This is an optimization exercise on Yosys and OpenROAD, whose aim is small area, a short achievable clock period and few clock cycles, not a production implementation.

== 02-02 ==
==> flow/design.v (excerpt) <==
module julia_escape_time_iterator_top (
  input  wire logic        clk,
  input  wire logic        rst,
  input  wire logic        start,
  output      logic        busy,
  input  wire logic [9:0]  pixel_col,
  input  wire logic [9:0]  pixel_row,
  output      logic        done,
  output      logic [15:0] iteration_count,
  input  wire logic        cfg_write,
  input  wire logic [2:0]  cfg_index,
  input  wire logic [31:0] cfg_data
);
export LEC_CHECK = 0
export ABC_AREA = 1
export CAP_MARGIN = 20
export CORE_MARGIN = 2
export CORE_UTILIZATION = 40
export SLEW_MARGIN = 20
export TNS_END_PERCENT = 20
create_clock -name core_clock -period 13.0 [get_ports {clk}]
standard.sh (not shown) runs the stock make flow with config.mk's settings and CLKGATE_MAP_FILE= SYNTH_SCRIPT=/design/flow/synth_recipe.tcl, a recipe that flattens the netlist after the stock synthesis.
==> flow/flow/run.sh <==
#!/bin/bash
set -o pipefail
MARGIN=$(cat flow/margin.txt)
bash standard.sh SETUP_SLACK_MARGIN="$MARGIN" finish > standard_finish.log 2>&1
==> flow/flow/margin.txt <==
8
#### Input delta (03-07 over 02-02)
--- a/flow/design.v
+++ b/flow/design.v
@@ -3682,27 +3682,18 @@
     b_tag   <= a_tag;
     b_sq1s  <= sq1_s;
     b_sq1c  <= sq1_c;
     b_sq2s  <= sq2_s;
     b_sq2c  <= sq2_c;
     b_gms   <= gm_s;
     b_gmc   <= gm_c;
   end
   logic b_k2, b_p0, b_k3p1, b_k3p2, b_k3p3, b_k4p1, b_k4p2;
-  logic [1:0] b_pk3;   
-  logic [2:0] b_cn;    
-  always_ff @(posedge clk) begin
-    b_pk3[0] <= a_st[2];
-    b_pk3[1] <= a_st[2] && a_v;
-    b_cn[0]  <= a_st[0] || a_st[6];
-    b_cn[1]  <= (a_st[0] || a_st[6]) && a_v;
-    b_cn[2]  <= a_st[0] || a_st[6] || !a_v;
-  end
   assign b_k2   = b_st[0];
   assign b_p0   = b_st[1];
   assign b_k3p1 = b_st[2];
   assign b_k3p2 = b_st[3];
   assign b_k3p3 = b_st[4];
   assign b_k4p1 = b_st[5];
   assign b_k4p2 = b_st[6];
   logic [1:0] esc_v;
   logic       esc;
@@ -3722,22 +3713,22 @@
   assign ci_row = {{2{cfg.constant_imag[31]}}, cfg.constant_imag, 24'b0};
   always_comb begin
     if (b_k4p2) begin
       cx0 = {b_sq1s[56:0], 1'b0};
       cx1 = {b_sq1c[56:0], 1'b0};
     end else begin
       cx0 = b_sq1s;
       cx1 = b_sq1c;
     end
-    cx_neg = b_cn[0];
-    cx2 = b_cn[0] ? ~b_sq2s : '0;
-    cx3 = b_cn[1] ? ~b_sq2c : '0;
-    cx4 = b_cn[2] ? cr_row : '0;
+    cx_neg = b_k2 || b_k4p2;
+    cx2 = cx_neg ? ~b_sq2s : '0;
+    cx3 = cx_neg ? ~b_sq2c : '0;
+    cx4 = (b_k2 || b_k4p2) ? cr_row : '0;
   end
   jeti_cx u_cx (
     .x0 (cx0),
     .x1 (cx1),
     .x2 (cx2),
     .x3 (cx3),
     .x4 (cx4),
     .e  (cx_neg),
     .v  (cx_v)
@@ -3761,20 +3752,20 @@
     cy2 = b_k3p2 ? cr_row : ((b_k2 || b_k3p3 || b_k4p2) ? ci_row : '0);
   end
   jeti_cy u_cy (
     .x0 (cy0),
     .x1 (cy1),
     .x2 (cy2),
     .v  (cy_v)
   );
   logic [28:0] p1, p2;
-  assign p1 = b_r1 - b_r2 - (b_pk3[0] ? {b_r2[27:0], 1'b0} : 29'd0);
-  assign p2 = b_r1 + (b_pk3[1] ? {b_r1[27:0], 1'b0} : 29'd0) + (b_pk3[1] ? -b_r2 : b_r2);
+  assign p1 = b_r1 - b_r2 - (b_k3p1 ? {b_r2[27:0], 1'b0} : 29'd0);
+  assign p2 = b_r1 + (b_k3p1 ? {b_r1[27:0], 1'b0} : 29'd0) + (b_k3p1 ? -b_r2 : b_r2);
   logic [15:0] base, base1;
   logic        zl, lim1, stop0;
   assign base  = b_first ? 16'd0 : b_cnt;
   assign base1 = base + 16'd1;
   assign zl    = b_first && (cfg.iteration_limit == 16'd0);
   assign lim1  = (base1 == cfg.iteration_limit);
   assign stop0 = zl || esc;
   logic        wx, wy, fin;
   logic [6:0]  n_st;
==> notes.md <==
- Sort 03-07 and 02-02 by average wire per standard cell, descending, and 02-02 comes first.
- 03-07 ends up with a wire length of the first global-routing pass that is about 0.3% lower than in 02-02.
- The critical path depth of 03-07 falls short of that of 02-02 by 7.
- Delta (03-07 minus 02-02): synthesized area level; design area moved down; non-filler instance count after layout moved up.
- The setup slack of 03-07 is larger than that of 02-02.
- Synthesized cell count ended up 115 higher on 03-07 than on 02-02.
- Diff 02-02 -> 03-07 | share of cell area taken by multi-input logic gates | increase of 0.35 points
- There was hardly any difference in number of clock sinks seen by CTS between 02-02 and 03-07.
- In 03-07, synthesized net count is higher than in 02-02.
- Going from 02-02 to 03-07, maximum frequency went up.
Function was not checked in any run of this note: the RTL went through the layout flow alone.

## afterwards: timing with drivers on the ports
No port has a modelled driver above. Below, the same layouts with a new extraction and two added sets of constraints.
Step 1 sets driving cells, clkbuf_16 on the clock port and buf_2 on the other inputs (assumed; they add their load-dependent delay and slew).
Step 2 moves the port delays by t, midway between the first and last clock arrival at a register: inputs arrive t later, outputs are due t later. That takes back most of the time a late clock gives input paths.
Slacks: ideal ports / drivers / drivers and shift; pairs: ideal ports / drivers.
run	shift t [ns]	setup slack, ns	pins driven straight from the clock port
02-02	0.933	7.973 / 7.973 / 7.607	1
03-07	0.943	7.998 / 7.998 / 7.640	1
After both steps setup and hold are still met in every run listed. For 02-02, which loses most, drivers alone change the setup slack by 0.000 ns; drivers and shift together by -0.366 ns.
